Source: an optimization exercise on an open RTL-to-GDS flow (aim: small area, a short achievable clock period and few clock cycles). Production flows keep margins and buffers that such runs may drop. Function was checked by simulation only, so behaviour that the tests miss may differ from the original. No driver is modelled on the clock port, so clocking that relies on it looks cheaper here than on a real chip. No activity file was given, so power comes from the tool's default toggle rates.

==> design/flow/design.v <==
`timescale 1ns / 1ps
package stok_pkg;
    localparam int DefLineWidth   = 20;
    localparam int DefColumnWidth = 16;
    localparam int OutLineW       = 20;
    localparam int OutColW        = 16;
    localparam int QueueDepth     = 4;
    localparam int QueuePtrW      = $clog2(QueueDepth);
    localparam int NumKeywords    = 25;
    typedef enum logic [4:0] {
        M_IDLE, M_PEND, M_SHIFT, M_LCOMM, M_BCOMM, M_BSTAR, M_IDENT, M_ZERO,
        M_DEC, M_DOT, M_HEX, M_BIN, M_FRAC, M_EXPS, M_EXPD, M_STR, M_SESC,
        M_SHEX, M_COPEN, M_CESC, M_CHEX, M_CCLOSE, M_PRAGMA
    } t_lex_mode;
    localparam logic RK_TOKEN = 1'b0;
    localparam logic RK_TEXT  = 1'b1;
    localparam logic [6:0] TK_END     = 7'd0;
    localparam logic [6:0] TK_IDENT   = 7'd1;
    localparam logic [6:0] TK_INT     = 7'd2;
    localparam logic [6:0] TK_FLOAT   = 7'd3;
    localparam logic [6:0] TK_STR     = 7'd4;
    localparam logic [6:0] TK_CHAR    = 7'd5;
    localparam logic [6:0] TK_PRAGMA  = 7'd6;
    localparam logic [6:0] TK_ERROR   = 7'd7;
    localparam logic [6:0] TK_KW      = 7'd8;
    localparam logic [6:0] TK_LPAREN  = 7'd33;
    localparam logic [6:0] TK_RPAREN  = 7'd34;
    localparam logic [6:0] TK_LBRACE  = 7'd35;
    localparam logic [6:0] TK_RBRACE  = 7'd36;
    localparam logic [6:0] TK_LBRACK  = 7'd37;
    localparam logic [6:0] TK_RBRACK  = 7'd38;
    localparam logic [6:0] TK_COMMA   = 7'd39;
    localparam logic [6:0] TK_SEMI    = 7'd40;
    localparam logic [6:0] TK_COLON   = 7'd41;
    localparam logic [6:0] TK_DOT     = 7'd42;
    localparam logic [6:0] TK_QUEST   = 7'd43;
    localparam logic [6:0] TK_PLUS    = 7'd44;
    localparam logic [6:0] TK_INC     = 7'd45;
    localparam logic [6:0] TK_ADD_EQ  = 7'd46;
    localparam logic [6:0] TK_MINUS   = 7'd47;
    localparam logic [6:0] TK_ARROW   = 7'd48;
    localparam logic [6:0] TK_DECR    = 7'd49;
    localparam logic [6:0] TK_SUB_EQ  = 7'd50;
    localparam logic [6:0] TK_STAR    = 7'd51;
    localparam logic [6:0] TK_MUL_EQ  = 7'd52;
    localparam logic [6:0] TK_SLASH   = 7'd53;
    localparam logic [6:0] TK_DIV_EQ  = 7'd54;
    localparam logic [6:0] TK_PERCENT = 7'd55;
    localparam logic [6:0] TK_MOD_EQ  = 7'd56;
    localparam logic [6:0] TK_AMP     = 7'd57;
    localparam logic [6:0] TK_LAND    = 7'd58;
    localparam logic [6:0] TK_AND_EQ  = 7'd59;
    localparam logic [6:0] TK_PIPE    = 7'd60;
    localparam logic [6:0] TK_LOR     = 7'd61;
    localparam logic [6:0] TK_OR_EQ   = 7'd62;
    localparam logic [6:0] TK_CARET   = 7'd63;
    localparam logic [6:0] TK_XOR_EQ  = 7'd64;
    localparam logic [6:0] TK_TILDE   = 7'd65;
    localparam logic [6:0] TK_BANG    = 7'd66;
    localparam logic [6:0] TK_NE      = 7'd67;
    localparam logic [6:0] TK_LT      = 7'd68;
    localparam logic [6:0] TK_SHL     = 7'd69;
    localparam logic [6:0] TK_SHL_EQ  = 7'd70;
    localparam logic [6:0] TK_LE      = 7'd71;
    localparam logic [6:0] TK_GT      = 7'd72;
    localparam logic [6:0] TK_SHR     = 7'd73;
    localparam logic [6:0] TK_SHR_EQ  = 7'd74;
    localparam logic [6:0] TK_GE      = 7'd75;
    localparam logic [6:0] TK_ASSIGN  = 7'd76;
    localparam logic [6:0] TK_EQ      = 7'd77;
    function automatic logic is_alpha(input logic [7:0] c);
        is_alpha = (c >= "a" && c <= "z") || (c >= "A" && c <= "Z");
    endfunction
    function automatic logic is_digit(input logic [7:0] c);
        is_digit = c >= "0" && c <= "9";
    endfunction
    function automatic logic is_hex(input logic [7:0] c);
        is_hex = is_digit(c) || (c >= "a" && c <= "f") || (c >= "A" && c <= "F");
    endfunction
    function automatic logic [3:0] hex_val(input logic [7:0] c);
        logic [7:0] r;
        if (is_digit(c)) begin
            r = c - "0";
        end else if (c >= "a" && c <= "f") begin
            r = c - "a" + 8'd10;
        end else begin
            r = c - "A" + 8'd10;
        end
        hex_val = r[3:0];
    endfunction
    function automatic logic is_blank(input logic [7:0] c);
        is_blank = c == " " || c == 8'h09 || c == 8'h0D || c == 8'h0A;
    endfunction
    function automatic logic [6:0] op_now(input logic [7:0] c);
        logic [6:0] r;
        case (c)
            "(":     r = TK_LPAREN;
            ")":     r = TK_RPAREN;
            "{":     r = TK_LBRACE;
            "}":     r = TK_RBRACE;
            "[":     r = TK_LBRACK;
            "]":     r = TK_RBRACK;
            ",":     r = TK_COMMA;
            ";":     r = TK_SEMI;
            ":":     r = TK_COLON;
            ".":     r = TK_DOT;
            "?":     r = TK_QUEST;
            "~":     r = TK_TILDE;
            default: r = TK_END;
        endcase
        op_now = r;
    endfunction
    function automatic logic [6:0] op_alone(input logic [7:0] f);
        logic [6:0] r;
        case (f)
            "+":     r = TK_PLUS;
            "-":     r = TK_MINUS;
            "*":     r = TK_STAR;
            "/":     r = TK_SLASH;
            "%":     r = TK_PERCENT;
            "&":     r = TK_AMP;
            "|":     r = TK_PIPE;
            "^":     r = TK_CARET;
            "!":     r = TK_BANG;
            "<":     r = TK_LT;
            ">":     r = TK_GT;
            "=":     r = TK_ASSIGN;
            default: r = TK_END;
        endcase
        op_alone = r;
    endfunction
    function automatic logic [6:0] op_pair(input logic [7:0] f, input logic [7:0] b);
        logic [6:0] r;
        case (f)
            "+":     r = b == "+" ? TK_INC : b == "=" ? TK_ADD_EQ : TK_END;
            "-":     r = b == ">" ? TK_ARROW : b == "-" ? TK_DECR
                       : b == "=" ? TK_SUB_EQ : TK_END;
            "*":     r = b == "=" ? TK_MUL_EQ : TK_END;
            "/":     r = b == "=" ? TK_DIV_EQ : TK_END;
            "%":     r = b == "=" ? TK_MOD_EQ : TK_END;
            "&":     r = b == "&" ? TK_LAND : b == "=" ? TK_AND_EQ : TK_END;
            "|":     r = b == "|" ? TK_LOR : b == "=" ? TK_OR_EQ : TK_END;
            "^":     r = b == "=" ? TK_XOR_EQ : TK_END;
            "!":     r = b == "=" ? TK_NE : TK_END;
            "<":     r = b == "=" ? TK_LE : TK_END;
            ">":     r = b == "=" ? TK_GE : TK_END;
            "=":     r = b == "=" ? TK_EQ : TK_END;
            default: r = TK_END;
        endcase
        op_pair = r;
    endfunction
    function automatic logic [7:0] esc_code(input logic [7:0] e);
        logic [7:0] r;
        case (e)
            "n":     r = 8'h0A;
            "t":     r = 8'h09;
            "r":     r = 8'h0D;
            "0":     r = 8'h00;
            default: r = e;
        endcase
        esc_code = r;
    endfunction
endpackage
module stok_add #(
    parameter int W = 64
) (
    input  logic [W-1:0] i_a,
    input  logic [W-1:0] i_b,
    input  logic         i_ci,
    output logic [W:0]   o_s
);
    logic [W-1:0] p, g, gg, pp;
    logic [W:0]   c;
    always_comb begin
        p  = i_a ^ i_b;
        g  = i_a & i_b;
        gg = g;
        pp = p;
        for (int d = 1; d < W; d = d * 2) begin
            for (int i = 2 * d - 1; i < W; i = i + 2 * d) begin
                gg[i] = gg[i] | (pp[i] & gg[i - d]);
                pp[i] = pp[i] & pp[i - d];
            end
        end
        for (int d = W / 2; d >= 1; d = d / 2) begin
            for (int i = 3 * d - 1; i < W; i = i + 2 * d) begin
                gg[i] = gg[i] | (pp[i] & gg[i - d]);
                pp[i] = pp[i] & pp[i - d];
            end
        end
        c[0] = i_ci;
        for (int i = 0; i < W; i = i + 1) c[i + 1] = gg[i] | (pp[i] & i_ci);
        for (int i = 0; i < W; i = i + 1) o_s[i] = p[i] ^ c[i];
        o_s[W] = c[W];
    end
endmodule
`timescale 1ns / 1ps
module source_tokenizer_unit (
    input  logic        i_clk,
    input  logic        i_rst_n,
    input  logic        i_in_valid,
    input  logic [7:0]  i_src_byte,
    input  logic        i_end_of_input,
    output logic        o_in_stall,
    output logic        o_out_valid,
    output logic        o_result_kind,
    output logic [6:0]  o_token_kind,
    output logic [63:0] o_token_value,
    output logic [19:0] o_start_line,
    output logic [15:0] o_start_column,
    output logic        o_unterminated,
    output logic        o_last_of_run,
    input  logic        i_out_stall
);
    localparam logic [4:0] M_DOT2   = 5'd23;
    localparam logic [4:0] M_DOTTOK = 5'd24;
    logic       r_av, r_ae, r_sv, r_se;
    logic [7:0] r_ab, r_sb;
    logic [4:0]  r_mode;
    logic [19:0] r_tl, r_line;
    logic [15:0] r_tc, r_col;  
    logic        r_c1;         
    logic        r_tpend;    
    logic [63:0] r_acc;      
    logic        r_sat;      
    logic [24:0] r_kw;
    logic [3:0]  r_wl;
    logic        r_escd;
    logic        r_ov, r_ork, r_oun, r_olast, r_ovacc;
    logic [6:0]  r_otk;
    logic [7:0]  r_ovb;
    logic en, step, consume, a_free;
    assign en   = !(r_ov && i_out_stall);
    assign step = r_av && en;
    logic [7:0]  b;
    logic        eoi;
    logic [24:0] kw_first, kw_next;
    logic [6:0]  kind_now;
    assign b   = r_ab;
    assign eoi = r_ae;
    always_comb begin
        kw_first[0] = (b == "f");
        kw_first[1] = (b == "r");
        kw_first[2] = (b == "i");
        kw_first[3] = (b == "e");
        kw_first[4] = (b == "w");
        kw_first[5] = (b == "d");
        kw_first[6] = (b == "f");
        kw_first[7] = (b == "b");
        kw_first[8] = (b == "c");
        kw_first[9] = (b == "s");
        kw_first[10] = (b == "p");
        kw_first[11] = (b == "i");
        kw_first[12] = (b == "c");
        kw_first[13] = (b == "s");
        kw_first[14] = (b == "e");
        kw_first[15] = (b == "c");
        kw_first[16] = (b == "n");
        kw_first[17] = (b == "d");
        kw_first[18] = (b == "n");
        kw_first[19] = (b == "t");
        kw_first[20] = (b == "f");
        kw_first[21] = (b == "e");
        kw_first[22] = (b == "v");
        kw_first[23] = (b == "s");
        kw_first[24] = (b == "w");
        case (r_wl)
            4'd1: kw_next[0] = r_kw[0] && (b == "n");
            default: kw_next[0] = 1'b0;
        endcase
        case (r_wl)
            4'd1: kw_next[1] = r_kw[1] && (b == "e");
            4'd2: kw_next[1] = r_kw[1] && (b == "t");
            4'd3: kw_next[1] = r_kw[1] && (b == "u");
            4'd4: kw_next[1] = r_kw[1] && (b == "r");
            4'd5: kw_next[1] = r_kw[1] && (b == "n");
            default: kw_next[1] = 1'b0;
        endcase
        case (r_wl)
            4'd1: kw_next[2] = r_kw[2] && (b == "f");
            default: kw_next[2] = 1'b0;
        endcase
        case (r_wl)
            4'd1: kw_next[3] = r_kw[3] && (b == "l");
            4'd2: kw_next[3] = r_kw[3] && (b == "s");
            4'd3: kw_next[3] = r_kw[3] && (b == "e");
            default: kw_next[3] = 1'b0;
        endcase
        case (r_wl)
            4'd1: kw_next[4] = r_kw[4] && (b == "h");
            4'd2: kw_next[4] = r_kw[4] && (b == "i");
            4'd3: kw_next[4] = r_kw[4] && (b == "l");
            4'd4: kw_next[4] = r_kw[4] && (b == "e");
            default: kw_next[4] = 1'b0;
        endcase
        case (r_wl)
            4'd1: kw_next[5] = r_kw[5] && (b == "o");
            default: kw_next[5] = 1'b0;
        endcase
        case (r_wl)
            4'd1: kw_next[6] = r_kw[6] && (b == "o");
            4'd2: kw_next[6] = r_kw[6] && (b == "r");
            default: kw_next[6] = 1'b0;
        endcase
        case (r_wl)
            4'd1: kw_next[7] = r_kw[7] && (b == "r");
            4'd2: kw_next[7] = r_kw[7] && (b == "e");
            4'd3: kw_next[7] = r_kw[7] && (b == "a");
            4'd4: kw_next[7] = r_kw[7] && (b == "k");
            default: kw_next[7] = 1'b0;
        endcase
        case (r_wl)
            4'd1: kw_next[8] = r_kw[8] && (b == "o");
            4'd2: kw_next[8] = r_kw[8] && (b == "n");
            4'd3: kw_next[8] = r_kw[8] && (b == "t");
            4'd4: kw_next[8] = r_kw[8] && (b == "i");
            4'd5: kw_next[8] = r_kw[8] && (b == "n");
            4'd6: kw_next[8] = r_kw[8] && (b == "u");
            4'd7: kw_next[8] = r_kw[8] && (b == "e");
            default: kw_next[8] = 1'b0;
        endcase
        case (r_wl)
            4'd1: kw_next[9] = r_kw[9] && (b == "t");
            4'd2: kw_next[9] = r_kw[9] && (b == "r");
            4'd3: kw_next[9] = r_kw[9] && (b == "u");
            4'd4: kw_next[9] = r_kw[9] && (b == "c");
            4'd5: kw_next[9] = r_kw[9] && (b == "t");
            default: kw_next[9] = 1'b0;
        endcase
        case (r_wl)
            4'd1: kw_next[10] = r_kw[10] && (b == "r");
            4'd2: kw_next[10] = r_kw[10] && (b == "o");
            4'd3: kw_next[10] = r_kw[10] && (b == "t");
            4'd4: kw_next[10] = r_kw[10] && (b == "o");
            4'd5: kw_next[10] = r_kw[10] && (b == "c");
            4'd6: kw_next[10] = r_kw[10] && (b == "o");
            4'd7: kw_next[10] = r_kw[10] && (b == "l");
            default: kw_next[10] = 1'b0;
        endcase
        case (r_wl)
            4'd1: kw_next[11] = r_kw[11] && (b == "m");
            4'd2: kw_next[11] = r_kw[11] && (b == "p");
            4'd3: kw_next[11] = r_kw[11] && (b == "l");
            default: kw_next[11] = 1'b0;
        endcase
        case (r_wl)
            4'd1: kw_next[12] = r_kw[12] && (b == "o");
            4'd2: kw_next[12] = r_kw[12] && (b == "m");
            4'd3: kw_next[12] = r_kw[12] && (b == "p");
            4'd4: kw_next[12] = r_kw[12] && (b == "o");
            4'd5: kw_next[12] = r_kw[12] && (b == "n");
            4'd6: kw_next[12] = r_kw[12] && (b == "e");
            4'd7: kw_next[12] = r_kw[12] && (b == "n");
            4'd8: kw_next[12] = r_kw[12] && (b == "t");
            default: kw_next[12] = 1'b0;
        endcase
        case (r_wl)
            4'd1: kw_next[13] = r_kw[13] && (b == "y");
            4'd2: kw_next[13] = r_kw[13] && (b == "s");
            4'd3: kw_next[13] = r_kw[13] && (b == "t");
            4'd4: kw_next[13] = r_kw[13] && (b == "e");
            4'd5: kw_next[13] = r_kw[13] && (b == "m");
            default: kw_next[13] = 1'b0;
        endcase
        case (r_wl)
            4'd1: kw_next[14] = r_kw[14] && (b == "x");
            4'd2: kw_next[14] = r_kw[14] && (b == "t");
            4'd3: kw_next[14] = r_kw[14] && (b == "e");
            4'd4: kw_next[14] = r_kw[14] && (b == "r");
            4'd5: kw_next[14] = r_kw[14] && (b == "n");
            default: kw_next[14] = 1'b0;
        endcase
        case (r_wl)
            4'd1: kw_next[15] = r_kw[15] && (b == "o");
            4'd2: kw_next[15] = r_kw[15] && (b == "n");
            4'd3: kw_next[15] = r_kw[15] && (b == "s");
            4'd4: kw_next[15] = r_kw[15] && (b == "t");
            default: kw_next[15] = 1'b0;
        endcase
        case (r_wl)
            4'd1: kw_next[16] = r_kw[16] && (b == "e");
            4'd2: kw_next[16] = r_kw[16] && (b == "w");
            default: kw_next[16] = 1'b0;
        endcase
        case (r_wl)
            4'd1: kw_next[17] = r_kw[17] && (b == "e");
            4'd2: kw_next[17] = r_kw[17] && (b == "l");
            4'd3: kw_next[17] = r_kw[17] && (b == "e");
            4'd4: kw_next[17] = r_kw[17] && (b == "t");
            4'd5: kw_next[17] = r_kw[17] && (b == "e");
            default: kw_next[17] = 1'b0;
        endcase
        case (r_wl)
            4'd1: kw_next[18] = r_kw[18] && (b == "u");
            4'd2: kw_next[18] = r_kw[18] && (b == "l");
            4'd3: kw_next[18] = r_kw[18] && (b == "l");
            default: kw_next[18] = 1'b0;
        endcase
        case (r_wl)
            4'd1: kw_next[19] = r_kw[19] && (b == "r");
            4'd2: kw_next[19] = r_kw[19] && (b == "u");
            4'd3: kw_next[19] = r_kw[19] && (b == "e");
            default: kw_next[19] = 1'b0;
        endcase
        case (r_wl)
            4'd1: kw_next[20] = r_kw[20] && (b == "a");
            4'd2: kw_next[20] = r_kw[20] && (b == "l");
            4'd3: kw_next[20] = r_kw[20] && (b == "s");
            4'd4: kw_next[20] = r_kw[20] && (b == "e");
            default: kw_next[20] = 1'b0;
        endcase
        case (r_wl)
            4'd1: kw_next[21] = r_kw[21] && (b == "n");
            4'd2: kw_next[21] = r_kw[21] && (b == "t");
            default: kw_next[21] = 1'b0;
        endcase
        case (r_wl)
            4'd1: kw_next[22] = r_kw[22] && (b == "o");
            4'd2: kw_next[22] = r_kw[22] && (b == "i");
            4'd3: kw_next[22] = r_kw[22] && (b == "d");
            default: kw_next[22] = 1'b0;
        endcase
        case (r_wl)
            4'd1: kw_next[23] = r_kw[23] && (b == "i");
            4'd2: kw_next[23] = r_kw[23] && (b == "z");
            4'd3: kw_next[23] = r_kw[23] && (b == "e");
            4'd4: kw_next[23] = r_kw[23] && (b == "o");
            4'd5: kw_next[23] = r_kw[23] && (b == "f");
            default: kw_next[23] = 1'b0;
        endcase
        case (r_wl)
            4'd1: kw_next[24] = r_kw[24] && (b == "o");
            4'd2: kw_next[24] = r_kw[24] && (b == "r");
            4'd3: kw_next[24] = r_kw[24] && (b == "l");
            4'd4: kw_next[24] = r_kw[24] && (b == "d");
            default: kw_next[24] = 1'b0;
        endcase
        kind_now = 7'd0;
        kind_now = kind_now | ((r_kw[24] && r_wl == 4'd5) ? 7'd32 : 7'd0);
        kind_now = kind_now | ((r_kw[23] && r_wl == 4'd6) ? 7'd31 : 7'd0);
        kind_now = kind_now | ((r_kw[22] && r_wl == 4'd4) ? 7'd30 : 7'd0);
        kind_now = kind_now | ((r_kw[21] && r_wl == 4'd3) ? 7'd29 : 7'd0);
        kind_now = kind_now | ((r_kw[20] && r_wl == 4'd5) ? 7'd28 : 7'd0);
        kind_now = kind_now | ((r_kw[19] && r_wl == 4'd4) ? 7'd27 : 7'd0);
        kind_now = kind_now | ((r_kw[18] && r_wl == 4'd4) ? 7'd26 : 7'd0);
        kind_now = kind_now | ((r_kw[17] && r_wl == 4'd6) ? 7'd25 : 7'd0);
        kind_now = kind_now | ((r_kw[16] && r_wl == 4'd3) ? 7'd24 : 7'd0);
        kind_now = kind_now | ((r_kw[15] && r_wl == 4'd5) ? 7'd23 : 7'd0);
        kind_now = kind_now | ((r_kw[14] && r_wl == 4'd6) ? 7'd22 : 7'd0);
        kind_now = kind_now | ((r_kw[13] && r_wl == 4'd6) ? 7'd21 : 7'd0);
        kind_now = kind_now | ((r_kw[12] && r_wl == 4'd9) ? 7'd20 : 7'd0);
        kind_now = kind_now | ((r_kw[11] && r_wl == 4'd4) ? 7'd19 : 7'd0);
        kind_now = kind_now | ((r_kw[10] && r_wl == 4'd8) ? 7'd18 : 7'd0);
        kind_now = kind_now | ((r_kw[9] && r_wl == 4'd6) ? 7'd17 : 7'd0);
        kind_now = kind_now | ((r_kw[8] && r_wl == 4'd8) ? 7'd16 : 7'd0);
        kind_now = kind_now | ((r_kw[7] && r_wl == 4'd5) ? 7'd15 : 7'd0);
        kind_now = kind_now | ((r_kw[6] && r_wl == 4'd3) ? 7'd14 : 7'd0);
        kind_now = kind_now | ((r_kw[5] && r_wl == 4'd2) ? 7'd13 : 7'd0);
        kind_now = kind_now | ((r_kw[4] && r_wl == 4'd5) ? 7'd12 : 7'd0);
        kind_now = kind_now | ((r_kw[3] && r_wl == 4'd4) ? 7'd11 : 7'd0);
        kind_now = kind_now | ((r_kw[2] && r_wl == 4'd2) ? 7'd10 : 7'd0);
        kind_now = kind_now | ((r_kw[1] && r_wl == 4'd6) ? 7'd9 : 7'd0);
        kind_now = kind_now | ((r_kw[0] && r_wl == 4'd2) ? 7'd8 : 7'd0);
        if (kind_now == 7'd0) kind_now = stok_pkg::TK_IDENT;
    end
    logic c_blank, c_alpha, c_digit, c_hex, c_idch, c_zero_idle;
    logic [3:0] c_hv;
    logic [6:0] c_opnow, c_opal;
    always_comb begin
        c_blank = stok_pkg::is_blank(b);
        c_alpha = stok_pkg::is_alpha(b) || b == "_";
        c_digit = stok_pkg::is_digit(b);
        c_hex   = stok_pkg::is_hex(b);
        c_idch  = c_alpha || c_digit;
        c_hv    = b[6] ? b[3:0] + 4'd9 : b[3:0];
        c_opnow = stok_pkg::op_now(b);
        c_opal  = stok_pkg::op_alone(b);
        c_zero_idle = c_blank || b == "\"" || b == "'" || b == "#" || c_opal != stok_pkg::TK_END;
    end
    always_comb begin
        case ({r_acc[1:0], b[2:0]})
            5'd0: lo4 = 4'd0;
            5'd1: lo4 = 4'd1;
            5'd2: lo4 = 4'd2;
            5'd3: lo4 = 4'd3;
            5'd4: lo4 = 4'd4;
            5'd5: lo4 = 4'd5;
            5'd6: lo4 = 4'd6;
            5'd7: lo4 = 4'd7;
            5'd8: lo4 = 4'd2;
            5'd9: lo4 = 4'd3;
            5'd10: lo4 = 4'd4;
            5'd11: lo4 = 4'd5;
            5'd12: lo4 = 4'd6;
            5'd13: lo4 = 4'd7;
            5'd14: lo4 = 4'd8;
            5'd15: lo4 = 4'd9;
            5'd16: lo4 = 4'd4;
            5'd17: lo4 = 4'd5;
            5'd18: lo4 = 4'd6;
            5'd19: lo4 = 4'd7;
            5'd20: lo4 = 4'd8;
            5'd21: lo4 = 4'd9;
            5'd22: lo4 = 4'd10;
            5'd23: lo4 = 4'd11;
            5'd24: lo4 = 4'd6;
            5'd25: lo4 = 4'd7;
            5'd26: lo4 = 4'd8;
            5'd27: lo4 = 4'd9;
            5'd28: lo4 = 4'd10;
            5'd29: lo4 = 4'd11;
            5'd30: lo4 = 4'd12;
            5'd31: lo4 = 4'd13;
            default: lo4 = 4'd0;
        endcase
    end
    assign add_ci = b[3] | lo4[3];
    stok_add #(.W(64)) u_add (
        .i_a (r_acc),
        .i_b ({2'd0, r_acc[63:2]}),
        .i_ci(add_ci),
        .o_s (sum65)
    );
    logic [4:0]  s_mode;
    logic        s_done, s_emit, s_rk, s_un, s_last, s_vacc;
    logic [6:0]  s_tk;
    logic [7:0]  s_vb;
    logic [1:0]  s_tsel;    
    logic        s_tpend;
    logic [63:0] s_acc;
    logic        s_sat;
    logic [24:0] s_kw;
    logic [3:0]  s_wl;
    logic        s_escd;
    logic        s_eol;     
    logic [7:0]  f;
    logic [6:0]  k;
    logic [67:0] m;
    logic [3:0]  lo4;
    logic [64:0] sum65;
    logic        add_ci;
    logic [7:0]  e;
    logic        cl, cl_vacc, cl_un, tx;
    logic [6:0]  cl_tk;
    logic [7:0]  tx_v;
    always_comb begin
        s_mode  = r_mode;
        s_done  = 1'b1;
        s_emit  = 1'b0;
        s_rk    = stok_pkg::RK_TOKEN;
        s_tk    = stok_pkg::TK_END;
        s_un    = 1'b0;
        s_last  = 1'b1;
        s_vacc  = 1'b0;
        s_vb    = 8'd0;
        s_tsel  = r_tpend ? 2'd2 : 2'd0;
        s_tpend = 1'b0;
        s_acc   = r_acc;
        s_sat   = r_sat;
        s_kw    = r_kw;
        s_wl    = r_wl;
        s_escd  = r_escd;
        s_eol   = 1'b0;
        f       = r_acc[7:0];
        k       = stok_pkg::TK_END;
        m       = 68'd0;
        e       = 8'd0;
        cl      = 1'b0;
        cl_tk   = stok_pkg::TK_END;
        cl_vacc = 1'b0;
        cl_un   = 1'b0;
        tx      = 1'b0;
        tx_v    = 8'd0;
        case (r_mode)
            stok_pkg::M_IDLE, stok_pkg::M_LCOMM, stok_pkg::M_BCOMM, stok_pkg::M_BSTAR: begin
                if (r_mode == stok_pkg::M_IDLE) s_tsel = 2'd1;
                if (eoi) begin
                    s_tsel = 2'd1;
                    s_emit = 1'b1; s_tk = stok_pkg::TK_END; s_mode = stok_pkg::M_IDLE; s_eol = 1'b1;
                end else if (r_mode == stok_pkg::M_LCOMM) begin
                    if (b == 8'h0A) s_mode = stok_pkg::M_IDLE;
                end else if (r_mode == stok_pkg::M_BCOMM) begin
                    if (b == "*") s_mode = stok_pkg::M_BSTAR;
                end else if (r_mode == stok_pkg::M_BSTAR) begin
                    if (b == "/") s_mode = stok_pkg::M_IDLE;
                    else if (b != "*") s_mode = stok_pkg::M_BCOMM;
                end else if (c_blank) begin
                    s_mode = stok_pkg::M_IDLE;
                end else if (c_alpha) begin
                    s_mode = stok_pkg::M_IDENT;
                    s_kw = kw_first;
                    s_wl = 4'd1;
                    begin tx = 1'b1; tx_v = b; end
                end else if (c_digit) begin
                    s_acc = {60'd0, b[3:0]};
                    s_sat = 1'b0;
                    s_mode = (b == "0") ? stok_pkg::M_ZERO : stok_pkg::M_DEC;
                    begin tx = 1'b1; tx_v = b; end
                end else if (b == "\"") begin
                    s_mode = stok_pkg::M_STR;
                end else if (b == "'") begin
                    s_mode = stok_pkg::M_COPEN;
                end else if (b == "#") begin
                    s_mode = stok_pkg::M_PRAGMA;
                end else if (c_opnow != stok_pkg::TK_END) begin
                    s_emit = 1'b1; s_tk = c_opnow;
                end else if (c_opal != stok_pkg::TK_END) begin
                    s_acc[7:0] = b;
                    s_mode = stok_pkg::M_PEND;
                end else begin
                    s_emit = 1'b1; s_tk = stok_pkg::TK_ERROR; s_vb = b; s_un = 1'b1;
                end
            end
            stok_pkg::M_PEND: begin
                k = stok_pkg::op_pair(f, b);
                if (eoi) begin
                    begin cl = 1'b1; cl_tk = stok_pkg::op_alone(f); cl_vacc = 1'b0; cl_un = 1'b0; end
                end else if (f == "/" && b == "/") begin
                    s_mode = stok_pkg::M_LCOMM;
                end else if (f == "/" && b == "*") begin
                    s_mode = stok_pkg::M_BCOMM;
                end else if ((f == "<" || f == ">") && b == f) begin
                    s_mode = stok_pkg::M_SHIFT;
                end else if (k != stok_pkg::TK_END) begin
                    s_emit = 1'b1; s_tk = k; s_mode = stok_pkg::M_IDLE;
                end else begin
                    begin cl = 1'b1; cl_tk = stok_pkg::op_alone(f); cl_vacc = 1'b0; cl_un = 1'b0; end
                end
            end
            stok_pkg::M_SHIFT: begin
                if (!eoi && b == "=") begin
                    s_emit = 1'b1; s_tk = (f == "<") ? stok_pkg::TK_SHL_EQ : stok_pkg::TK_SHR_EQ; s_mode = stok_pkg::M_IDLE;
                end else begin
                    begin cl = 1'b1; cl_tk = (f == "<") ? stok_pkg::TK_SHL : stok_pkg::TK_SHR; cl_vacc = 1'b0; cl_un = 1'b0; end
                end
            end
            stok_pkg::M_IDENT: begin
                if (!eoi && c_idch) begin
                    s_kw = kw_next;
                    s_wl = s_wl + 4'd1;
                    begin tx = 1'b1; tx_v = b; end
                end else begin
                    begin cl = 1'b1; cl_tk = kind_now; cl_vacc = 1'b0; cl_un = 1'b0; end
                end
            end
            stok_pkg::M_ZERO, stok_pkg::M_DEC: begin
                m = {sum65, lo4[2:0]};
                if (eoi) begin
                    begin cl = 1'b1; cl_tk = stok_pkg::TK_INT; cl_vacc = 1'b1; cl_un = 1'b0; end
                end else if (r_mode == stok_pkg::M_ZERO && (b == "x" || b == "X")) begin
                    s_mode = stok_pkg::M_HEX;
                    begin tx = 1'b1; tx_v = b; end
                end else if (r_mode == stok_pkg::M_ZERO && (b == "b" || b == "B")) begin
                    s_mode = stok_pkg::M_BIN;
                    begin tx = 1'b1; tx_v = b; end
                end else if (c_digit) begin
                    s_mode = stok_pkg::M_DEC;
                    s_acc = m[63:0];
                    s_sat = r_sat || m[67:64] != 4'd0;
                    begin tx = 1'b1; tx_v = b; end
                end else if (b == ".") begin
                    s_mode = stok_pkg::M_DOT;
                end else if (b == "e" || b == "E") begin
                    s_mode = stok_pkg::M_EXPS;
                    begin tx = 1'b1; tx_v = b; end
                end else begin
                    begin cl = 1'b1; cl_tk = stok_pkg::TK_INT; cl_vacc = 1'b1; cl_un = 1'b0; end
                end
            end
            stok_pkg::M_DOT: begin
                if (!eoi && c_digit) begin
                    begin tx = 1'b1; tx_v = 8'h2E; end
                    s_last = 1'b0;
                    s_done = 1'b0;
                    s_mode = M_DOT2;
                end else begin
                    s_emit = 1'b1; s_tk = stok_pkg::TK_INT; s_vacc = 1'b1; s_last = 1'b0;
                    s_done = 1'b0;
                    s_mode = M_DOTTOK;
                end
            end
            M_DOT2: begin
                begin tx = 1'b1; tx_v = b; end
                s_mode = stok_pkg::M_FRAC;
            end
            M_DOTTOK: begin
                s_tsel = 2'd2;
                begin cl = 1'b1; cl_tk = stok_pkg::TK_DOT; cl_vacc = 1'b0; cl_un = 1'b0; end
            end
            stok_pkg::M_HEX: begin
                if (!eoi && c_hex) begin
                    s_sat = r_sat || r_acc[63:60] != 4'd0;
                    s_acc = {r_acc[59:0], c_hv};
                    begin tx = 1'b1; tx_v = b; end
                end else begin
                    begin cl = 1'b1; cl_tk = stok_pkg::TK_INT; cl_vacc = 1'b1; cl_un = 1'b0; end
                end
            end
            stok_pkg::M_BIN: begin
                if (!eoi && (b == "0" || b == "1")) begin
                    s_sat = r_sat || r_acc[63];
                    s_acc = {r_acc[62:0], b[0]};
                    begin tx = 1'b1; tx_v = b; end
                end else begin
                    begin cl = 1'b1; cl_tk = stok_pkg::TK_INT; cl_vacc = 1'b1; cl_un = 1'b0; end
                end
            end
            stok_pkg::M_FRAC, stok_pkg::M_EXPS, stok_pkg::M_EXPD: begin
                if (!eoi && c_digit) begin
                    if (r_mode == stok_pkg::M_EXPS) s_mode = stok_pkg::M_EXPD;
                    begin tx = 1'b1; tx_v = b; end
                end else if (!eoi && r_mode == stok_pkg::M_FRAC && (b == "e" || b == "E")) begin
                    s_mode = stok_pkg::M_EXPS;
                    begin tx = 1'b1; tx_v = b; end
                end else if (!eoi && r_mode == stok_pkg::M_EXPS && (b == "+" || b == "-")) begin
                    s_mode = stok_pkg::M_EXPD;
                    begin tx = 1'b1; tx_v = b; end
                end else begin
                    begin cl = 1'b1; cl_tk = stok_pkg::TK_FLOAT; cl_vacc = 1'b0; cl_un = 1'b0; end
                end
            end
            stok_pkg::M_STR: begin
                if (eoi) begin
                    begin cl = 1'b1; cl_tk = stok_pkg::TK_STR; cl_vacc = 1'b0; cl_un = 1'b1; end
                end else if (b == "\"") begin
                    s_emit = 1'b1; s_tk = stok_pkg::TK_STR; s_mode = stok_pkg::M_IDLE;
                end else if (b == "\\") begin
                    s_mode = stok_pkg::M_SESC;
                end else begin
                    begin tx = 1'b1; tx_v = b; end
                end
            end
            stok_pkg::M_SESC: begin
                if (eoi) begin
                    begin cl = 1'b1; cl_tk = stok_pkg::TK_STR; cl_vacc = 1'b0; cl_un = 1'b1; end
                end else if (b == "x") begin
                    s_acc = 64'd0;
                    s_sat = 1'b0;
                    s_escd = 1'b0;
                    s_mode = stok_pkg::M_SHEX;
                end else begin
                    begin tx = 1'b1; tx_v = stok_pkg::esc_code(b); end
                    s_mode = stok_pkg::M_STR;
                end
            end
            stok_pkg::M_SHEX: begin
                e = {r_acc[3:0], c_hv};
                if (!eoi && c_hex) begin
                    s_acc = {r_acc[59:0], c_hv};
                    s_escd = 1'b1;
                    if (r_escd) begin
                        s_emit = 1'b1; s_rk = stok_pkg::RK_TEXT; s_vacc = 1'b1;
                        s_mode = stok_pkg::M_STR;
                    end
                end else begin
                    s_emit = 1'b1; s_rk = stok_pkg::RK_TEXT; s_vacc = 1'b1;
                    if (!eoi && b == "\\") begin
                        s_mode = stok_pkg::M_SESC;
                    end else begin
                        s_mode = stok_pkg::M_STR;
                        s_done = 1'b0;
                        s_last = 1'b0;
                    end
                end
            end
            stok_pkg::M_COPEN, stok_pkg::M_CESC: begin
                if (eoi) begin
                    begin cl = 1'b1; cl_tk = stok_pkg::TK_CHAR; cl_vacc = 1'b0; cl_un = 1'b1; end
                end else if (r_mode == stok_pkg::M_COPEN && b == "\\") begin
                    s_mode = stok_pkg::M_CESC;
                end else if (r_mode == stok_pkg::M_CESC && b == "x") begin
                    s_acc = 64'd0;
                    s_sat = 1'b0;
                    s_escd = 1'b0;
                    s_mode = stok_pkg::M_CHEX;
                end else begin
                    s_acc = {56'd0, (r_mode == stok_pkg::M_CESC) ? stok_pkg::esc_code(b) : b};
                    s_sat = 1'b0;
                    s_mode = stok_pkg::M_CCLOSE;
                end
            end
            stok_pkg::M_CHEX: begin
                e = {r_acc[3:0], c_hv};
                if (!eoi && c_hex) begin
                    s_acc = {r_acc[59:0], c_hv};
                    s_escd = 1'b1;
                    if (r_escd) s_mode = stok_pkg::M_CCLOSE;
                end else if (!eoi && b == "'") begin
                    s_emit = 1'b1; s_tk = stok_pkg::TK_CHAR; s_vacc = 1'b1; s_mode = stok_pkg::M_IDLE;
                end else begin
                    begin cl = 1'b1; cl_tk = stok_pkg::TK_CHAR; cl_vacc = 1'b1; cl_un = 1'b1; end
                end
            end
            stok_pkg::M_CCLOSE: begin
                if (!eoi && b == "'") begin
                    s_emit = 1'b1; s_tk = stok_pkg::TK_CHAR; s_vacc = 1'b1; s_mode = stok_pkg::M_IDLE;
                end else begin
                    begin cl = 1'b1; cl_tk = stok_pkg::TK_CHAR; cl_vacc = 1'b1; cl_un = 1'b1; end
                end
            end
            stok_pkg::M_PRAGMA: begin
                if (eoi) begin
                    begin cl = 1'b1; cl_tk = stok_pkg::TK_PRAGMA; cl_vacc = 1'b0; cl_un = 1'b0; end
                end else if (b == 8'h0A) begin
                    s_emit = 1'b1; s_tk = stok_pkg::TK_PRAGMA; s_mode = stok_pkg::M_IDLE;
                end else begin
                    begin tx = 1'b1; tx_v = b; end
                end
            end
            default: begin
                s_mode = stok_pkg::M_IDLE;
                s_done = 1'b0;
            end
        endcase
        if (tx) begin
            s_emit = 1'b1; s_rk = stok_pkg::RK_TEXT; s_tk = stok_pkg::TK_END; s_vb = tx_v;
        end
        if (cl) begin
            s_emit = 1'b1; s_rk = stok_pkg::RK_TOKEN; s_tk = cl_tk; s_vacc = cl_vacc;
            s_un = cl_un; s_mode = stok_pkg::M_IDLE;
            if (eoi) begin
                s_done = 1'b0; s_last = 1'b0;
            end else begin
                s_last = c_zero_idle;
                if (c_blank) begin
                    s_done = 1'b1;
                end else if (b == "\"") begin
                    s_done = 1'b1; s_mode = stok_pkg::M_STR; s_tpend = 1'b1;
                end else if (b == "'") begin
                    s_done = 1'b1; s_mode = stok_pkg::M_COPEN; s_tpend = 1'b1;
                end else if (b == "#") begin
                    s_done = 1'b1; s_mode = stok_pkg::M_PRAGMA; s_tpend = 1'b1;
                end else if (c_opal != stok_pkg::TK_END && !cl_vacc) begin
                    s_done = 1'b1; s_mode = stok_pkg::M_PEND; s_tpend = 1'b1;
                    s_acc[7:0] = b;
                end else begin
                    s_done = 1'b0;
                end
            end
        end
    end
    logic [15:0] ccol, col_inc;
    logic [19:0] line_inc;
    always_comb begin
        for (int i = 0; i < 16; i = i + 1) col_inc[i] = r_col[i] ^ (&(r_col | ~((16'd1 << i) - 16'd1)));
        for (int i = 0; i < 20; i = i + 1) line_inc[i] = r_line[i] ^ (&(r_line | ~((20'd1 << i) - 20'd1)));
        ccol = r_c1 ? 16'd1 : ((&r_col) ? r_col : col_inc);
    end
    assign consume = step && s_done;
    assign a_free  = !r_av || (s_done && !r_ov) || (s_done && !i_out_stall);
    always_ff @(posedge i_clk) begin
        if (!i_rst_n) begin
            r_av <= 1'b0;
            r_sv <= 1'b0;
        end else begin
            if (a_free) r_av <= r_sv || i_in_valid;
            r_sv <= !a_free && (r_sv || i_in_valid);
        end
    end
    always_ff @(posedge i_clk) begin
        if (!r_sv) begin
            r_sb <= i_src_byte;
            r_se <= i_end_of_input;
        end
        if (a_free) begin
            r_ab <= r_sv ? r_sb : i_src_byte;
            r_ae <= r_sv ? r_se : i_end_of_input;
        end
    end
    assign o_in_stall = r_sv;
    always_ff @(posedge i_clk) begin
        if (!i_rst_n) begin
            r_mode  <= stok_pkg::M_IDLE;
            r_line  <= 20'd1;
            r_c1    <= 1'b1;
            r_tpend <= 1'b0;
            r_ov    <= 1'b0;
        end else if (en) begin
            r_ov <= step && s_emit;
            if (step) begin
                r_mode  <= s_mode;
                r_tpend <= s_tpend;
                if (s_done) begin
                    r_col <= ccol;
                    r_c1  <= s_eol || b == 8'h0A;
                    if (s_eol) begin
                        r_line <= 20'd1;
                    end else if (b == 8'h0A && !(&r_line)) begin
                        r_line <= line_inc;
                    end
                end
            end
        end
    end
    always_ff @(posedge i_clk) begin
        if (step) begin
            r_acc  <= s_acc;
            r_sat  <= s_sat;
            r_kw   <= s_kw;
            r_wl   <= s_wl;
            r_escd <= s_escd;
            case (s_tsel)
                2'd1: begin r_tl <= r_line; r_tc <= ccol; end
                2'd2: begin r_tl <= r_line; r_tc <= r_col; end
                default: ;
            endcase
            r_ork   <= s_rk;
            r_otk   <= s_tk;
            r_oun   <= s_un;
            r_olast <= s_last;
            r_ovacc <= s_vacc;
            r_ovb   <= s_vb;
        end
    end
    assign o_out_valid    = r_ov;
    assign o_result_kind  = r_ork;
    assign o_token_kind   = r_otk;
    assign o_token_value  = r_ovacc ? (r_acc | {64{r_sat}}) : {56'd0, r_ovb};
    assign o_start_line   = r_tl;
    assign o_start_column = r_tc;
    assign o_unterminated = r_oun;
    assign o_last_of_run  = r_olast;
endmodule
==> design/flow/flow/run.sh <==
#!/bin/bash
# Layout: the standard flow, with an extra setup repair after placement
# and after clock tree synthesis that resizes and buffers the netlist for more
# setup slack than the standard flow asks for. The clock, the constraints and
# the registers are unchanged.
set -euo pipefail
HERE=$(pwd)
RES=$HERE/orfs/results/$FLOW_PLATFORM/source_tokenizer_unit/base
bash standard.sh synth floorplan place > "$HERE/log_std_place.txt" 2>&1
STAGE=3_place RES="$RES" openroad -no_splash -exit "$HERE/flow/opt.tcl" > "$HERE/log_opt_place.txt" 2>&1
bash standard.sh cts > "$HERE/log_std_cts.txt" 2>&1
STAGE=4_cts RES="$RES" openroad -no_splash -exit "$HERE/flow/opt.tcl" > "$HERE/log_opt_cts.txt" 2>&1
bash standard.sh > "$HERE/log_std_finish.txt" 2>&1
==> design/flow/flow/opt.tcl <==
# Extra setup repair on a placed (or clock-tree) stage's design, then legalise
# and write it back over the stage's result. The repair aims a little above the
# worst slack each round, so it works only on the paths that set the period.
set res $::env(RES)
set stage $::env(STAGE)
set plat $::env(FLOW_HOME)/platforms/$::env(FLOW_PLATFORM)
read_liberty $plat/lib/sky130_fd_sc_hd__tt_025C_1v80.lib
read_db $res/$stage.odb
read_sdc $res/$stage.sdc
source $plat/setRC.tcl
set_dont_use {sky130_fd_sc_hd__probe_p_8 sky130_fd_sc_hd__probec_p_8 sky130_fd_sc_hd__lpflow_*}
if { $stage == "4_cts" } {
  set_propagated_clock [all_clocks]
}
if { $stage == "3_place" } {
  # the port buffers that buffer_ports chose are larger than the ports need;
  # start them at the smallest buffer and let the repair below size them up
  set n 0
  foreach inst [[ord::get_db_block] getInsts] {
    set name [$inst getName]
    if { [regexp {^(input|output)[0-9]+$} $name]
         && [[$inst getMaster] getName] == "sky130_fd_sc_hd__clkdlybuf4s50_1" } {
      replace_cell $name sky130_fd_sc_hd__buf_1
      incr n
    }
  }
  puts "port buffers resized: $n"
}
estimate_parasitics -placement
report_worst_slack -max
report_worst_slack -min
report_design_area
set step 0.25
if { [info exists ::env(OPT_STEP)] } { set step $::env(OPT_STEP) }
set rounds 10
if { [info exists ::env(OPT_ROUNDS)] } { set rounds $::env(OPT_ROUNDS) }
repair_design
set ws [sta::time_sta_ui [sta::worst_slack_cmd max]]
for { set i 0 } { $i < $rounds } { incr i } {
  set target [expr { $ws + $step }]
  puts "round $i: worst slack $ws, aiming at $target"
  repair_timing -setup -setup_margin $target -skip_gate_cloning
  set nws [sta::time_sta_ui [sta::worst_slack_cmd max]]
  if { $nws < $ws + 0.03 } {
    break
  }
  set ws $nws
}
if { $stage == "4_cts" } {
  repair_timing -hold -hold_margin 0.1
}
detailed_placement
check_placement -verbose
estimate_parasitics -placement
report_worst_slack -max
report_worst_slack -min
report_design_area
report_checks -path_delay max -format full_clock_expanded -digits 3
write_db $res/$stage.odb
==> design/flow/standard.sh <==
#!/bin/bash
# synth_recipe.tcl (not shown) runs the flow's synth.tcl, then flattens the netlist and writes it again
# the make line also repeats each setting of config.mk as NAME=value (left out here)
make -C /OpenROAD-flow-scripts/flow DESIGN_CONFIG=/design/flow/config.mk WORK_HOME=/design/flow/orfs CLKGATE_MAP_FILE= SYNTH_SCRIPT=/design/flow/synth_recipe.tcl "${@:-finish}"
==> design/flow/config.mk <==
export PLATFORM = sky130hd
export DESIGN_NAME = source_tokenizer_unit
export DESIGN_NICKNAME = source_tokenizer_unit
export VERILOG_FILES = /design/flow/design.v
export SDC_FILE = /design/flow/constraint.sdc
export NUM_CORES = 4
export LEC_CHECK = 0
export CAP_MARGIN = 20
export CORE_MARGIN = 2
export CORE_UTILIZATION = 60
export CTS_CLUSTER_DIAMETER = 90
export CTS_CLUSTER_SIZE = 28
export PLACE_DENSITY = 0.75
export SLEW_MARGIN = 20
==> design/flow/constraint.sdc <==
create_clock -name core_clock -period 12.0 [get_ports {i_clk}]
set_input_delay 2.4000 -clock core_clock [delete_from_list [all_inputs] [get_ports {i_clk}]]
set_output_delay 2.4000 -clock core_clock [all_outputs]
set_load 0.01 [all_outputs]
==> summary.md, run 1 <==
| Metric | Value |
|---|---|
| Netlist cell types | 92 |
| PnR Total Power | 0.003963 W |
| GR Util All Layers | 40.17% |
| Design area | 19070 µm² |
| Hold Path Class | register to register |
| Register area share after synthesis | 35.50% |
| Post-CTS Setup Bufs | 0 |
| Clock Sink Count | 214 |
| Dpl ws | 6.612 ns |
| First-pass DRT Iterations | 9 |
| R2r setup slk | 8.05 ns |
| Worst endpoint required time | 9.60 ns |
| Post-cts resize count | 0 |
| Synth Warn # | 2 |
| Pleak | 6.911 nW |
| Clk pin slew, worst setup/hold paths | 0.10 ns |
| Synthesis-to-layout area growth | 12.14% |
| Worst Setup Start Kind | register |
| Layout cells sized above 1 | 10.30% |
| Fmax | 246.8 MHz |
| Global route overflow | 0 |
| Period utilisation layout | 33.77% |
| FP Rows | 61 |
| Peak supply drop | 0.1531 mV |
| Setup_tns | 0 ns |
| DRC errors left | 0 |
| Hold-fix buffers at CTS | 0 |
| I/O pin cnt | 125 |
| Met1 usage | 53.60% |
| Die Height | 172.3 µm |
| Ys async rst share | 0% |
| Final #Nets | 2199 |
| Post-route setup slack | 7.948 ns |
| Unrepaired setup endpoints after global routing | no |
| Rel. slew slack | 24.42% |
| Vias in the first global route | 16480 |
| Number of synthesized flops with an enable pin | 175 |
| Drt total wl | 61.36 mm |
| Min Tclk post-route | 4.052 ns |
| CP arrival | 1.65 ns |
| CP Capture Type | output port |
| Placed Cells | 2389 |
| Htree depth | 1 |
| Met2 Usage GRT | 62.44% |
| Max clock buf depth | 3 |
| Starting DRT DRC Count | 2953 |
| Gp weighted congestion | 1.051 |
| TritonCTS clock tree | yes |
| Largest net degree at the start of global routing | 66 |
| First-pass GRT wire length | 93.39 mm |
| Dpl cell area | 18380 µm² |
| Total CTS buffers | 13 |
| MaxCap Viol Count | 0 |
| Filler cell count | 2280 |
| Finished Layout Cells | 2485 |
| Outcome | finished clean |
| Met3 usage | 9.407% |
| Commonest non-fill, non-tap cell in the layout | nor2_1 |
| CTS root buf | clkbuf_16 |
| Final Hold Fails | 0 |
| Overall via count from detail_route | 18050 |
| Die Wd | 172.3 µm |
| Most frequent cells in the layout | 195 x nor2_1, 188 x nand2_1, 175 x edfxtp_1 |
| Setup Skew | 0.02803 ns |
| Dpl hpwl | 40.66 mm |
| Synth Cell Area | 17000 µm² |
| Buffers on Ports | 124 |
| WS Path Type | register to output port |
| Initial Util | 61.03% |
| Slew @ Worst Pin | 1.133 ns |
| Core ar. | 27860 µm² |
| Endpoints failing setup | 0 |
| Global route hottest layer | met2 |
| Vias per std cell | 7.262 |
| Avg Cell Area, Syn | 8.506 µm² |
| Syn_nets | 2098 |
| Die area | 29700 µm² |
| Worst-Skew Late Latency | 0.50 ns |
| Crit path max fanout | 13 |
| Primary FF master, synth | edfxtp_1 |
| Initial antenna violation count | 1 |
| Mean routed wirelength per cell | 24.69 µm |
| Synthesis-stage register bit count | 214 |
| Power Density | 207.9 nW/µm² |
| Remaining antenna violation count | 0 |
| Post-Synthesis Cells | 1999 |
| Slew Viols, Final | 0 |
[Yosys cell counts, types with 7 or more instances]
library cell | n | area, µm²
mux2i_1 | 15 | 150.1
buf_1 | 12 | 45.04
or3_1 | 12 | 75.07
dfxtp_1 | 39 | 780.8
o21bai_1 | 7 | 52.55
clkbuf_1 | 104 | 390.4
a21oi_1 | 133 | 665.6
a221oi_1 | 16 | 140.1
nor2b_1 | 26 | 162.7
nand2_1 | 193 | 724.4
a31oi_1 | 14 | 87.58
a221o_1 | 8 | 80.08
o2111ai_1 | 9 | 78.83
and2_1 | 20 | 125.1
nor2_1 | 203 | 762.0
nor3b_1 | 13 | 97.59
buf_2 | 13 | 65.06
nand3_1 | 78 | 390.4
nor3_1 | 40 | 200.2
o21ai_0 | 170 | 850.8
a22oi_1 | 67 | 503.0
mux2_2 | 11 | 123.9
nand4b_1 | 14 | 122.6
a32oi_1 | 7 | 61.31
and3_1 | 18 | 112.6
and4_1 | 7 | 61.31
a311oi_1 | 7 | 61.31
o22ai_1 | 17 | 106.4
a21o_1 | 21 | 157.7
nand3b_1 | 16 | 120.1
inv_1 | 31 | 116.4
o211ai_1 | 18 | 135.1
ha_1 | 85 | 1064
nor4_1 | 14 | 87.58
o31ai_1 | 25 | 187.7
nand2b_1 | 26 | 162.7
xnor2_1 | 29 | 254.0
o21a_1 | 62 | 465.5
edfxtp_1 | 175 | 5255
a211oi_1 | 25 | 187.7
a31o_2 | 7 | 61.31
xor2_1 | 41 | 359.1
nand4_1 | 31 | 193.9
[through the flow]
step | hold slack (ns) | utilization (%)
floorplan | 0.4227 | -
global placement | 0.4534 | 65.95
detailed placement | 0.4585 | 65.97
CTS | 0.4809 | 66.72
global route | 0.4942 | 68.43
finish | 0.4815 | 68.44
[path summary, 6_finish.rpt]
check                             start               end  cells past startpoint
worst max-delay path              r_sat  o_token_value[2]                      5
worst min-delay path            r_sb[3]           r_sb[3]                      1
worst max register to register  r_ab[1]              r_ov                     11
worst min register to register  r_sb[3]           r_sb[3]                      1
[state kept, by name, indices dropped and copies added (netlist names), 7 cells and up]
signal / cells
r_tl: 20
r_sb: 8
r_ovb: 8
r_col: 16
r_ab: 8
r_tc: 16
r_line: 20
r_kw: 25
r_otk: 7
r_acc: 64
[critical path: stages, from the launching register on]
cell	delay (ns)
edfxtp_1	0.42
buf_12	0.18
buf_4	0.14
nor2_1	0.19
a21oi_4	0.09
clkbuf_2	0.13
[per-layer routing]
| layer | wire (µm) | vias to the layer above |
|---|---|---|
| li1 | - | 7840 |
| met1 | 23430 | 8461 |
| met2 | 26850 | 1450 |
| met3 | 7773 | 295 |
| met4 | 3305 | 0 |
| met5 | 0 | - |
[power by group]
part	switching [W]	internal, W
clock	0.000268	0.000231
sequential	0.000149	0.00102
combinational	0.00147	0.000829
total	0.00188	0.00208
[kinds of logic after synthesis]
| group | Yosys count | synth area share, % |
|---|---|---|
| AOI/OAI and AO/OA | 686 | 26.76 |
| muxes | 26 | 1.612 |
| xor gates and xnor gates | 70 | 3.606 |
| adders and majority gates | 86 | 6.373 |
| DFF | 214 | 35.50 |
| and+or+nand+nor | 753 | 22.30 |
| buffers and inverters | 164 | 3.849 |
[final cells by class]
class,count,area [µm²],area share (%)
inverter,31,123.9,0.6497
sequential,214,6036,31.66
tap,378,473.0,2.480
clock inverter,5,78.83,0.4134
antenna,1,2.502,0.01312
timing repair buffer,219,1414,7.415
clock buffer,16,336.6,1.765
multi-input combinational,1621,10600,55.61
Testbench counts, summed over its fixed seeds: cycles 24,942.
==> inputs of run 2 (changes only) <==
==> design/flow/flow/run.sh (replaced) <==
#!/bin/bash
# Layout: the standard flow, with an extra setup repair after placement
# and after clock tree synthesis that resizes and buffers the netlist for more
# setup slack than the standard flow asks for. The clock, the constraints and
# the registers are unchanged. The global route stage's own repair then aims
# at the slack reached after clock tree synthesis.
set -euo pipefail
HERE=$(pwd)
RES=$HERE/orfs/results/$FLOW_PLATFORM/source_tokenizer_unit/base
bash standard.sh synth floorplan place > "$HERE/log_std_place.txt" 2>&1
STAGE=3_place RES="$RES" WS_FILE="$HERE/ws_3_place.txt" openroad -no_splash -exit "$HERE/flow/opt.tcl" > "$HERE/log_opt_place.txt" 2>&1
bash standard.sh cts > "$HERE/log_std_cts.txt" 2>&1
STAGE=4_cts RES="$RES" WS_FILE="$HERE/ws_4_cts.txt" openroad -no_splash -exit "$HERE/flow/opt.tcl" > "$HERE/log_opt_cts.txt" 2>&1
# the global route stage's own repair aims at the slack reached after clock
# tree synthesis, with the global route's parasitics
GRT_MARGIN=$(awk '{ printf "%.3f", $1 - 0.1 }' "$HERE/ws_4_cts.txt")
echo "global route repair margin: $GRT_MARGIN" > "$HERE/log_grt_margin.txt"
SETUP_SLACK_MARGIN=$GRT_MARGIN SKIP_GATE_CLONING=1 bash standard.sh > "$HERE/log_std_finish.txt" 2>&1
--- a/design/flow/flow/opt.tcl
+++ b/design/flow/flow/opt.tcl
@@ -57,3 +57,6 @@
 report_design_area
 report_checks -path_delay max -format full_clock_expanded -digits 3
+set f [open $::env(WS_FILE) w]
+puts $f [sta::time_sta_ui [sta::worst_slack_cmd max]]
+close $f
 write_db $res/$stage.odb
--- a/design/flow/config.mk
+++ b/design/flow/config.mk
@@ -9,6 +9,6 @@
 export CORE_MARGIN = 2
 export CORE_UTILIZATION = 60
-export CTS_CLUSTER_DIAMETER = 90
-export CTS_CLUSTER_SIZE = 28
+export CTS_CLUSTER_DIAMETER = 80
+export CTS_CLUSTER_SIZE = 24
 export PLACE_DENSITY = 0.75
 export SLEW_MARGIN = 20
==> summary.md, run 2 <==
| Metric | Value |
|---|---|
| Die Height | 172.3 µm (unchanged) |
| Synth Cell Area | 17000 µm² (unchanged) |
| Syn_nets | 2098 (unchanged) |
| First-pass GRT wire length | 94.03 mm (+0.68%) |
| Unrepaired setup endpoints after global routing | no |
| Filler cell count | 2236 (-1.9%) |
| Top-count cell post-synth | nor2_1 |
| Total CTS buffers | 15 (+2) |
| GR Util All Layers | 40.57% (+0.40 points) |
| TritonCTS clock tree | yes |
| Vias in the first global route | 16550 (+0.43%) |
| Clk pin slew, worst setup/hold paths | 0.09 ns (about the same) |
| Period utilisation layout | 33.70% (-0.064 points) |
| Synth top cells by count | 203 x nor2_1, 193 x nand2_1, 175 x edfxtp_1 |
| Largest register FFs | 64 (unchanged) |
| Hold Path Class | register to register |
| Worst Setup Start Kind | register |
| MaxCap Viol Count | 0 (unchanged) |
| Peak supply drop | 0.1458 mV (-4.8%) |
| Buffers on Ports | 124 (unchanged) |
| Top reg by flops | r_acc |
| PnR Total Power | 0.004015 W (+1.3%) |
| Die area | 29700 µm² (unchanged) |
| Post-Synthesis Cells | 1999 (unchanged) |
| Primary FF master, synth | edfxtp_1 |
| Final Hold Fails | 0 (unchanged) |
| Leading area contributor after synthesis | edfxtp_1 |
| Fmax | 247.3 MHz (+0.19%) |
| Drt total wl | 61.93 mm (+0.93%) |
| Setup Skew | 0.01867 ns (-0.009365 ns) |
| Vias per std cell | 7.225 (-0.50%) |
| Synthesis-to-layout area growth | 13.14% |
| Outcome | finished clean |
| Initial antenna violation count | 1 (unchanged) |
| Netlist cell types | 92 (unchanged) |
| Initial Util | 61.03% (unchanged) |
| Post-CTS Setup Bufs | 0 (unchanged) |
| R2r setup slk | 8.02 ns (-0.03 ns) |
| Post-synth top area share | 30.91% (unchanged) |
| Ys async rst share | 0% (unchanged) |
| Htree depth | 1 (unchanged) |
| Final #Nets | 2202 (+0.14%) |
| Global route overflow | 0 (unchanged) |
| DRC errors left | 0 (unchanged) |
| Avg Cell Area, Syn | 8.506 µm² (unchanged) |
| I/O pin cnt | 125 (unchanged) |
| Starting DRT DRC Count | 3018 (+2.2%) |
| CP arrival | 1.64 ns (about the same) |
| Layout cells sized above 1 | 12.27% (+2.0 points) |
| Synthesis-stage register bit count | 214 (unchanged) |
| Worst endpoint required time | 9.60 ns (about the same) |
| First-pass DRT Iterations | 7 (-2) |
| Max clock buf depth | 3 (unchanged) |
| Mean routed wirelength per cell | 24.88 µm (+0.77%) |
| Synth Warn # | 2 (unchanged) |
| Slew Viols, Final | 0 (unchanged) |
| Register area share after synthesis | 35.50% (unchanged) |
| Clock Sink Count | 214 (unchanged) |
| Core ar. | 27860 µm² (unchanged) |
| Min Tclk post-route | 4.044 ns (-0.007650 ns) |
| WS Path Type | register to output port |
| Power Density | 208.7 nW/µm² (+0.41%) |
| Largest net degree at the start of global routing | 66 (unchanged) |
| Commonest non-fill, non-tap cell in the layout | nor2_1 |
| Most frequent cells in the layout | 189 x nor2_1, 188 x nand2_1, 175 x edfxtp_1 |
| Rel. slew slack | 24.97% (+0.55 points) |
| Gp weighted congestion | 1.051 (unchanged) |
| Post-cts resize count | 0 (unchanged) |
| Slew @ Worst Pin | 1.124 ns (-0.008278 ns) |
| Worst-Skew Late Latency | 0.51 ns (about the same) |
| FP Rows | 61 (unchanged) |
| CTS root buf | clkbuf_16 |
| Regs by FF count | r_acc x64, r_kw x25 |
| Synth top area cells | edfxtp_1 31%, ha_1 6.3%, o21ai_0 5.0%, dfxtp_1 4.6%, nor2_1 4.5% |
| Endpoints failing setup | 0 (unchanged) |
| Remaining antenna violation count | 0 (unchanged) |
| Pleak | 7.057 nW (+2.1%) |
| CP Capture Type | output port |
| Setup_tns | 0 ns (unchanged) |
| Crit path max fanout | 9 (-4) |
| Hold-fix buffers at CTS | 0 (unchanged) |
| Die Wd | 172.3 µm (unchanged) |
| Number of synthesized flops with an enable pin | 175 (unchanged) |
| Overall via count from detail_route | 17980 (-0.34%) |
| Dpl hpwl | 40.66 mm (unchanged) |
-- run 2: cell counts after synthesis --
Identical to the previous run, type by type.
-- run 2: kinds of logic (layout without fill, tap and decap cells) --
family          count (synthesis)  in the layout  synth area share [%]
flops                         214            214                 35.50
fa+ha+maj                      86             86                 6.373
simple gates                  753            753                 22.30
xor+xnor                       70             70                 3.606
compound gates                686            686                 26.76
mux                            26             26                 1.612
buf+inv                       164            275                 3.849
other cells                     0              1                     0
-- run 2: worst paths after layout --
kind,cells after the start,end,startpoint
worst min register to register,1,r_sb[3],r_sb[3]
worst max register to register,12,r_acc[1],r_ab[2]
worst max-delay path,5,o_token_value[5],r_sat
worst min-delay path,1,r_sb[3],r_sb[3]
-- run 2: final cells by class --
cell class	count	area, µm²	area share [%]
repair buffers	220	1544	8.026
diodes	1	2.502	0.01301
clock buffers	18	396.6	2.062
multi-input cells	1621	10620	55.18
clock inverters	6	46.29	0.2407
well taps	378	473.0	2.459
inverters	31	123.9	0.6439
flip-flops and latches	214	6036	31.38
-- run 2: routing by layer --
| metal | wire length [µm] | GRT usage [%] |
|---|---|---|
| met2 | 27270 | 63.00 |
| met5 | 0 | 0 |
| met4 | 3331 | 18.74 |
| met1 | 23680 | 53.83 |
| met3 | 7647 | 9.384 |
-- run 2: stage by stage --
step           cell area [µm²]  worst slack [ns]  std cells  hold WS, ns  util (%)
4_1_cts                  18610             7.741       2450       0.4803     66.82
5_1_grt                  19230             7.865       2488       0.4947     69.05
6_report                 19240             7.956       2489       0.4788     69.05
2_1_floorplan            17000             5.362       1999       0.4227         -
3_5_place_dp             18380             6.612       2389       0.4585     65.97
3_3_place_gp             18370             6.644       2388       0.4534     65.95
-- run 2: worst max-delay path: stages, from the launching register on --
cell      delay (ns)
edfxtp_1        0.42
buf_12          0.17
buf_12          0.15
nor2_1          0.16
a21oi_2         0.10
clkbuf_2        0.13
-- run 2: power by group --
part | switching [W] | internal [W] | total [W]
Sequential | 0.000158 | 0.00102 | 0.00118
Combinational | 0.00147 | 0.000850 | 0.00232
Clock | 0.000276 | 0.000242 | 0.000518

-- separate check: timing with driven ports --
The flow's constraints put no driver on any port. The routed layouts listed below were extracted and timed again, unchanged, in two steps.
Step 1, drivers: a clkbuf_16 drives i_clk and a buf_2 each remaining input, both assumed.
Step 2 times the ports against the registers' clock, not the clock port: input delays grow and output delays shrink by t, the midpoint of the rising clock arrivals with the driver on.
Slacks: ideal / step 1 / step 2; pairs: ideal / step 1.
run	t, ns	setup WS [ns]	hold WS [ns]
run 1	0.548	7.948 / 7.890 / 7.848	0.481 / 0.481 / 0.481
run 2	0.553	7.956 / 7.901 / 7.877	0.479 / 0.479 / 0.479
After both steps setup and hold are still met in every run listed. For run 1, which loses most, drivers alone change the setup slack by -0.058 ns; drivers and shift together by -0.100 ns.
